This is an optimization exercise on Yosys and OpenROAD, whose aim is small area, a short achievable clock period and few clock cycles, not a production implementation. In this exercise RTL edits were held to simulation tests only and were not proved equivalent to the original. Power and IR drop assume default switching activity.

==> flow/design.v (excerpt) <==
module dendrite_accum #(
  parameter int CHARGE_WIDTH = ucaspian_pkg::CHARGE_WIDTH_DEF,
  parameter int MAX_ADDR     = 255
) (
  input  logic                           clk,
  input  logic                           reset,
  input  logic [ucaspian_pkg::NEURON_AW-1:0]           dend_addr,
  input  logic signed [ucaspian_pkg::DEND_CHARGE_W-1:0] dend_charge,
  input  logic                           dend_vld,
  output logic                           dend_rdy,
  input  logic                           drain_start,
  output logic [ucaspian_pkg::NEURON_AW-1:0]           neuron_addr,
  output logic signed [CHARGE_WIDTH-1:0] neuron_charge,
  output logic                           neuron_vld,
  input  logic                           neuron_rdy,
  output logic                           drain_done,
  output logic                           busy
);
Size: about 10000 cells after synthesis, about 4600 flip-flops, ~170000 sq um of cells after synthesis.
export LEC_CHECK = 0
export CAP_MARGIN = 20
export CORE_MARGIN = 2
export CORE_UTILIZATION = 55
export SLEW_MARGIN = 20
export SYNTH_HIERARCHICAL = 1
create_clock -name core_clock -period 10.0 [get_ports {clk}]
standard.sh (not shown) runs the stock make flow with config.mk's settings and CLKGATE_MAP_FILE= SYNTH_SCRIPT=/design/flow/synth_recipe.tcl, a recipe that flattens the netlist after the stock synthesis.
==> flow/flow/run.sh <==
#!/bin/bash
# Standard layout (standard.sh, ORFS from synthesis to finish) with two changes to how it is
# made, none to the constraints: repair_timing aims at a setup margin past the clock period,
# so it keeps shortening the critical paths, and the port buffers are plain buffers.
set -euo pipefail
bash standard.sh SETUP_SLACK_MARGIN=6.5 \
  "BUFFER_PORTS_ARGS=-buffer_cell sky130_fd_sc_hd__buf_4" \
  finish > standard_flow.log 2>&1
The first run produced a clean layout.
Testbench counts at the start, summed over its fixed seeds: cycles 8,393.
==> next run, changes <==
--- a/flow/design.v
+++ b/flow/design.v
@@ -309,39 +309,48 @@
     end
     grp1_q <= in_grp;
     c1_q <= dend_charge;
     a2_q <= a1;
     c2_q <= c1_q;
     r2_q <= (fwd3 || hit1) ? rq : '0;
     a3_q <= a2_q;
     w3_q <= sum_val;
   end
+  logic          q0_ld;
+  logic [AW-1:0] qa0_d;
+  logic [W-1:0]  qc0_d;
+  assign q0_ld = !qv_q[0] || neuron_rdy;
+  assign qa0_d = q0_ld ? (qv_q[1] ? qa_q[1] : a1) : qa_q[0];
+  assign qc0_d = q0_ld ? (qv_q[1] ? qc_q[1] : rq) : qc_q[0];
   always_ff @(posedge clk or posedge reset) begin
     if (reset) begin
       qa_q[0] <= '0;
       qc_q[0] <= '0;
-    end else if (!qv_q[0] || neuron_rdy) begin
-      qa_q[0] <= qv_q[1] ? qa_q[1] : a1;
-      qc_q[0] <= qv_q[1] ? qc_q[1] : rq;
+    end else begin
+      qa_q[0] <= qa0_d;
+      qc_q[0] <= qc0_d;
     end
   end
+  dendrite_outreg #(.WIDTH(AW + W)) u_out (
+    .clk(clk),
+    .d_i({qa0_d, qc0_d}),
+    .q_o({neuron_addr, neuron_charge})
+  );
   always_ff @(posedge clk) begin
     if (pop || !qv_q[1]) begin
       qa_q[1] <= a1;
       qc_q[1] <= rq;
     end
   end
   assign dend_rdy      = dend_rdy_q;
   assign busy          = busy_q;
   assign drain_done    = done_q;
   assign neuron_vld    = qv_q[0];
-  assign neuron_addr   = qa_q[0];
-  assign neuron_charge = qc_q[0];
 endmodule
 module dendrite_ffs16 (
   input  logic [15:0] x_i,
   output logic        any_o,
   output logic [15:0] first_o
 );
   logic [3:0] q_n;       
   logic [3:0] nb;        
   for (genvar m = 0; m < 4; m++) begin : g_q
@@ -420,9 +429,20 @@
 );
   assign y = a & ~(n0 | n1);
 endmodule
 module dendrite_andn3 (
   input  logic a, n0, n1, n2,
   output logic y
 );
   assign y = a & ~(n0 | n1 | n2);
 endmodule
+module dendrite_outreg #(
+  parameter int WIDTH = 24
+) (
+  input  logic             clk,
+  input  logic [WIDTH-1:0] d_i,
+  output logic [WIDTH-1:0] q_o
+);
+  always_ff @(posedge clk) begin
+    q_o <= d_i;
+  end
+endmodule
Effect: Design area shrinks by 0.79%; utilization went down by 0.51 points; count of clock-buffer cells in the layout rises by 30; routed wire length climbs by 1.4%; register-to-register slack improved by 0.06 ns; area after synthesis stays flat; die area barely changes; via count shrinks by 0.60%; final cell count barely changes; hold slack is about the same; total power went down by 6.1%.
Testbench counts after the change, summed over its fixed seeds: cycles 8,393.

-- what the ideal ports hide --
The flow's constraints put no driver on any port. The routed layouts listed below were extracted and timed again, unchanged, in two steps.
Step 1 assumes that a clkbuf_16 drives the clock port and a buf_2 every other input.
Step 2, shift: input delay + t, output delay - t, t = (earliest + latest rising clock arrival at the registers) / 2. This alone moves slack from input paths to output paths.
a / b / c = ideal ports / drivers / drivers and shift; a / b = the first two.
run	t, ns	slack for setup (ns)	hold slack, ns	slew at the worst register clock pin (ns)
the first run	1.062	6.322 / 6.220 / 5.343	0.329 / 0.329 / 0.329	0.07 / 0.07
the second run	1.081	6.403 / 6.317 / 5.248	0.327 / 0.327 / 0.327	0.07 / 0.07
After both steps setup and hold are still met in every run listed. For the second run, which loses most, drivers alone change the setup slack by -0.086 ns; drivers and shift together by -1.155 ns.
